This design comes from an exercise in tuning for small area and a short achievable clock period on the open sky130 flow, not from production work.
Power figures rest on the tool's default switching activity, not on a simulated workload.

Setup of red:
==> flow/design.v (excerpt) <==
module txController
#(
	parameter int loopDepth = 16
)
(
	input  wire                            txCLK,
	input  wire                            arstN,
	input  wire                            run,
	input  wire                            extTrig,
	input  wire txProgramPkg::channelMaskT userChannelMask,
	input  wire                            adcTriggerAck,
	input  wire txProgramPkg::ctrlWordT    outputControlReg,
	input  wire txProgramPkg::stepTimeT    timingReg,
	input  wire [31:0]                     loopAddressReg,
	input  wire [31:0]                     loopCounterReg,
	output txProgramPkg::progAddrT         readAddr,
	output txProgramPkg::loopIdxT          loopReadAddr,
	output txSeqPkg::txOutT                txOut
);
export LEC_CHECK = 0
export CAP_MARGIN = 20
export CORE_MARGIN = 2
export CORE_UTILIZATION = 40
export SETUP_SLACK_MARGIN = 4.2
export SLEW_MARGIN = 20
export SYNTH_HIERARCHICAL = 1
create_clock -name core_clock -period 7.0 [get_ports {txCLK}]
standard.sh (not shown) runs the stock make flow with config.mk's settings and CLKGATE_MAP_FILE= SYNTH_SCRIPT=/design/flow/synth_recipe.tcl, a recipe that flattens the netlist after the stock synthesis.
==> flow/flow/run.sh <==
#!/bin/bash
set -euo pipefail
bash standard.sh \
	'CTS_ARGS=-sink_clustering_enable -repair_clock_nets -dont_use_dummy_load -sink_clustering_size 22 -sink_clustering_max_diameter 100' \
	'BUFFER_PORTS_ARGS=-buffer_cell sky130_fd_sc_hd__buf_2' \
	finish > flow_standard.log 2>&1
Edits applied to the flow inputs when going from red to blue:
diff --git a/flow/design.v b/flow/design.v
--- a/flow/design.v
+++ b/flow/design.v
@@ -228,25 +228,25 @@
 		begin
 			packStart[k*16 +: 16] = descStart[k];
 			packEnd[k*16 +: 16]   = descEnd[k];
 			loaded[k]    = (k != last) && (5'(k) + {1'b0, loadIdx} >= 5'(last));
 		end
 	end
 	txStepMatch stepMatch_i (.ends(packEnd), .addr(nextAddr), .match(matchA));
 	txJumpMatch jumpMatch_i (.starts(packStart), .ends(packEnd), .grant(grant), .gt1(gt1Eff),
 		.loopStep(loopStep), .advance(advance), .shadowed(shadowed), .stepMatch(matchA),
 		.startSel(startSel), .repeatLoop(repeatLoop), .jump(jump), .grantNew(grantNew),
 		.grantNext(grantNext));
 	txInc16 incStart_i (.a(startSel), .y(startInc));
-	assign nextInc = nextAddr + 16'd1;
+	txInc16 incNext_i  (.a(nextAddr), .y(nextInc));
 	assign shadowIn = |(matchA & loaded);
 	always_ff @(posedge txCLK)
 	begin
 		loading <= isLoad;
 		loadIdx <= loopReadAddr;
 		if (isLoad)
 		begin
 			nextAddr <= loopAddressReg[31:16];
 		end
 		else if (loading)
 		begin
 			nextAddr <= 16'd1;
--- outcome ---
Going from red to blue, proportion of power drawn by the clock network went up 1.8 points; number of global-route vias before repair went down by 1.4%.
blue vs. red: detailed route wirelength on metal2 essentially unchanged, global-route wire length before repair increased 2700 microns.
Between red and blue, the flow reports power after layout decreasing by more than 10%.
Comparing red against blue, there is no change at all in count of buffers from port buffering.
blue: no failed stages, no open violations at the end
Diff red -> blue: share of power burned in combinational logic decreased 10 points; sequential power increased about 6%; proportion of cell area occupied by multi-input gates decreased 0.43 points; die area essentially unchanged.
No run of this note included a check of the RTL's function; only the layout flow was run.

========
09-12:
txController, a different RTL version from the one above (not shown whole).
Size in the first run: about 190 I/O pins.
export LEC_CHECK = 0
export CAP_MARGIN = 20
export CORE_MARGIN = 2
export CORE_UTILIZATION = 40
export SETUP_SLACK_MARGIN = 4.2
export SLEW_MARGIN = 20
export SYNTH_HIERARCHICAL = 1
create_clock -name core_clock -period 7.0 [get_ports {txCLK}]
Scripts as last shown in full above: flow/flow/run.sh
Changes in 11-05 relative to 09-12:
--- a/flow/design.v
+++ b/flow/design.v
@@ -168,76 +168,73 @@
 	logic        stepStart;
 	assign advance   = stepEnd;
 	assign loadDone  = isLoad & (loopReadAddr == 4'(loopDepth - 1));
 	assign takeWord  = loadDone | advance;
 	assign stepStart = isRun & ~notFirst;
 	localparam int last = loopDepth - 1;
 	logic [15:0] descStart [loopDepth];
 	logic [15:0] descEnd   [loopDepth];
 	logic [15:0] descCount [loopDepth];
 	logic [15:0] remCount  [loopDepth];
 	logic [loopDepth-1:0] gt1;         
 	logic [loopDepth-1:0] gt2;         
-	logic [loopDepth-1:0] cgt1, cgt2;  
+	logic [loopDepth-1:0] cgt1;        
 	logic [loopDepth-1:0] shadowed;
 	logic [loopDepth-1:0] grant;       
+	logic [loopDepth-1:0] grantW;      
 	logic [loopDepth-1:0] matchA, loaded, write, gt1Eff, grantNext, grantNew;
 	logic [loopDepth-1:0] pendSlot;    
 	logic [15:0] pendValue;            
-	logic        pendGt1V, pendGt2V;   
+	logic        pendGt1V;             
+	logic        pendGt2V;             
 	logic        pendDec;              
 	logic [15:0] pendNew;
 	logic        pendGt1;              
 	logic        pendSame;
 	logic [15:0] nextAddr;             
 	logic [15:0] startSel, startInc, nextInc;
 	logic [15:0] remSel, countSel;
-	logic        repeatW, remGt1W, remGt2W, countGt1W, countGt2W;
+	logic        repeatW, remGt2W, countGt1W;
 	logic        repeatLoop;
 	logic        jump;
 	logic        loopStep;             
 	logic        shadowIn;
 	logic        loading;              
 	logic [3:0]  loadIdx;              
 	logic [15:0] pendDecValue;
 	txDec16 decPend_i (.a(pendValue), .y(pendDecValue));
 	assign pendNew  = pendDec ? pendDecValue : pendValue;
 	assign pendGt1  = pendDec ? pendGt2V : pendGt1V;
-	assign pendSame = |(pendSlot & grant);
+	assign pendSame = |(pendSlot & grantW);
 	assign gt1Eff   = (gt1 & ~pendSlot) | (pendSlot & {loopDepth{pendGt1}});
 	always_comb
 	begin
 		remSel    = '0;
 		countSel  = '0;
 		repeatW   = 1'b0;
-		remGt1W   = 1'b0;
 		remGt2W   = 1'b0;
 		countGt1W = 1'b0;
-		countGt2W = 1'b0;
 		for (int k = 0; k < loopDepth; k++)
 		begin
 			gt2[k]    = |remCount[k][15:2] | &remCount[k][1:0];
 			cgt1[k]   = |descCount[k][15:1];
-			cgt2[k]   = |descCount[k][15:2] | &descCount[k][1:0];
-			remSel    = remSel    | (remCount[k]  & {16{grant[k]}});
-			countSel  = countSel  | (descCount[k] & {16{grant[k]}});
-			repeatW   = repeatW   | (grant[k] & gt1Eff[k]);
-			remGt1W   = remGt1W   | (grant[k] & gt1[k]);
-			remGt2W   = remGt2W   | (grant[k] & gt2[k]);
-			countGt1W = countGt1W | (grant[k] & cgt1[k]);
-			countGt2W = countGt2W | (grant[k] & cgt2[k]);
+			remSel    = remSel    | (remCount[k]  & {16{grantW[k]}});
+			countSel  = countSel  | (descCount[k] & {16{grantW[k]}});
+			repeatW   = repeatW   | (grantW[k] & gt1Eff[k]);
+			remGt2W   = remGt2W   | (grantW[k] & gt2[k]);
+			countGt1W = countGt1W | (grantW[k] & cgt1[k]);
 		end
 	end
 	assign loopStep = advance & fLoopEnd;
-	assign write    = grant & {loopDepth{loopStep}};
+	assign write    = grantW & {loopDepth{loopStep}};
 	logic [16*loopDepth-1:0] packStart, packEnd;
 	always_comb
 	begin
 		for (int k = 0; k < loopDepth; k++)
 		begin
 			packStart[k*16 +: 16] = descStart[k];
 			packEnd[k*16 +: 16]   = descEnd[k];
 			loaded[k]    = (k != last) && (5'(k) + {1'b0, loadIdx} >= 5'(last));
 		end
 	end
 	txStepMatch stepMatch_i (.ends(packEnd), .addr(nextAddr), .match(matchA));
 	txJumpMatch jumpMatch_i (.starts(packStart), .ends(packEnd), .grant(grant), .gt1(gt1Eff),
@@ -255,60 +252,60 @@
 		begin
 			nextAddr <= loopAddressReg[31:16];
 		end
 		else if (loading)
 		begin
 			nextAddr <= 16'd1;
 		end
 		else if (advance)
 		begin
 			nextAddr <= jump ? startInc : nextInc;
 		end
 		pendDec  <= repeatW;
+		pendGt1V <= countGt1W;   
 		if (!repeatW)
 		begin
 			pendValue <= countSel;
-			pendGt1V  <= countGt1W;
-			pendGt2V  <= countGt2W;
 		end
 		else if (pendSame)
 		begin
-			pendValue <= pendNew;
-			pendGt1V  <= pendGt1;
-			pendGt2V  <= pendDec ? |pendValue[15:2] : pendGt2V;
+			pendValue <= pendDecValue;
+			pendGt2V  <= |pendValue[15:2];
 		end
 		else
 		begin
 			pendValue <= remSel;
-			pendGt1V  <= remGt1W;
 			pendGt2V  <= remGt2W;
 		end
 		for (int k = 0; k < last; k++)
 		begin
 			descStart[k] <= descStart[k+1];
 			descEnd[k]   <= descEnd[k+1];
 			descCount[k] <= descCount[k+1];
 			remCount[k]  <= pendSlot[k+1] ? pendNew : remCount[k+1];
 			gt1[k]       <= pendSlot[k+1] ? pendGt1 : gt1[k+1];
 			shadowed[k]  <= shadowed[k+1];
 			grant[k]     <= grantNext[k+1];
+			grantW[k]    <= advance ? grantNew[k+1] : grantW[k+1];
 			pendSlot[k]  <= write[k+1];
 		end
 		shadowed[last] <= shadowed[0];
 		grant[last]    <= grantNext[0];
+		grantW[last]   <= advance ? grantNew[0] : grantW[0];
 		pendSlot[last] <= write[0];
 		if (loading)
 		begin
 			shadowed[last-1] <= shadowIn;
 			grant[last-1]    <= ~shadowIn & (descEnd[last] == 16'd0);
+			grantW[last-1]   <= ~shadowIn & (descEnd[last] == 16'd0);
 		end
 		if (isLoad)
 		begin
 			descStart[last] <= loopAddressReg[15:0];
 			descEnd[last]   <= loopAddressReg[31:16];
 			descCount[last] <= loopCounterReg[15:0];
 			remCount[last]  <= loopCounterReg[15:0];
 			gt1[last]       <= |loopCounterReg[15:1];
 		end
 		else
 		begin
 			descStart[last] <= descStart[0];
[summary]
Comparing 09-12 with 11-05, the area of the core region came out essentially unchanged.
Looking only at clock insertion delay at the later pin of the skew report, and setting everything else aside, the higher value of 11-05 and 09-12 goes to 11-05.
11-05 and 09-12 ended up with roughly the same final period utilization.
11-05 has length of routed met2 wiring below what 09-12 had.
Area after synthesis for 11-05: about 0.56% up relative to 09-12
11-05: clock skew 0.038 ns above 09-12
As far as number of resized instances in the post-cts repair step goes, 11-05 and 09-12 are indistinguishable; the numbers are identical.
No run of this note included a check of the RTL's function; only the layout flow was run.

-- port drivers added, routing unchanged --
Ports are ideal in the flow. The routed layouts listed here were re-timed in OpenROAD. Step 1, drivers: a clkbuf_16 drives txCLK and a buf_2 each remaining input, both assumed. Step 2 adds t to the input delays and takes it off the output delays; t is the mean of the earliest and latest rising clock arrival at the registers after step 1. Input paths then give back, and output paths get back, about the clock's delay inside the block. Three values: ideal, step 1, step 2; two values: the first two.
run | t (ns) | slack for setup (ns) | hold WS [ns] | worst slew at a driven data input, ns
red | 0.717 | 3.976 / 3.976 / 3.976 | 0.308 / 0.308 / 0.308 | 0.11
blue | 0.696 | 4.158 / 4.158 / 4.153 | 0.332 / 0.332 / 0.332 | 0.10
09-12 | 0.688 | 4.072 / 4.072 / 4.072 | 0.329 / 0.329 / 0.329 | 0.10
11-05 | 0.691 | 4.071 / 4.071 / 3.795 | 0.318 / 0.318 / 0.318 | 0.14
After both steps every run listed still meets setup and hold. The setup slack of 11-05, which loses most, moves by 0.000 ns with the drivers and by -0.276 ns with both steps.
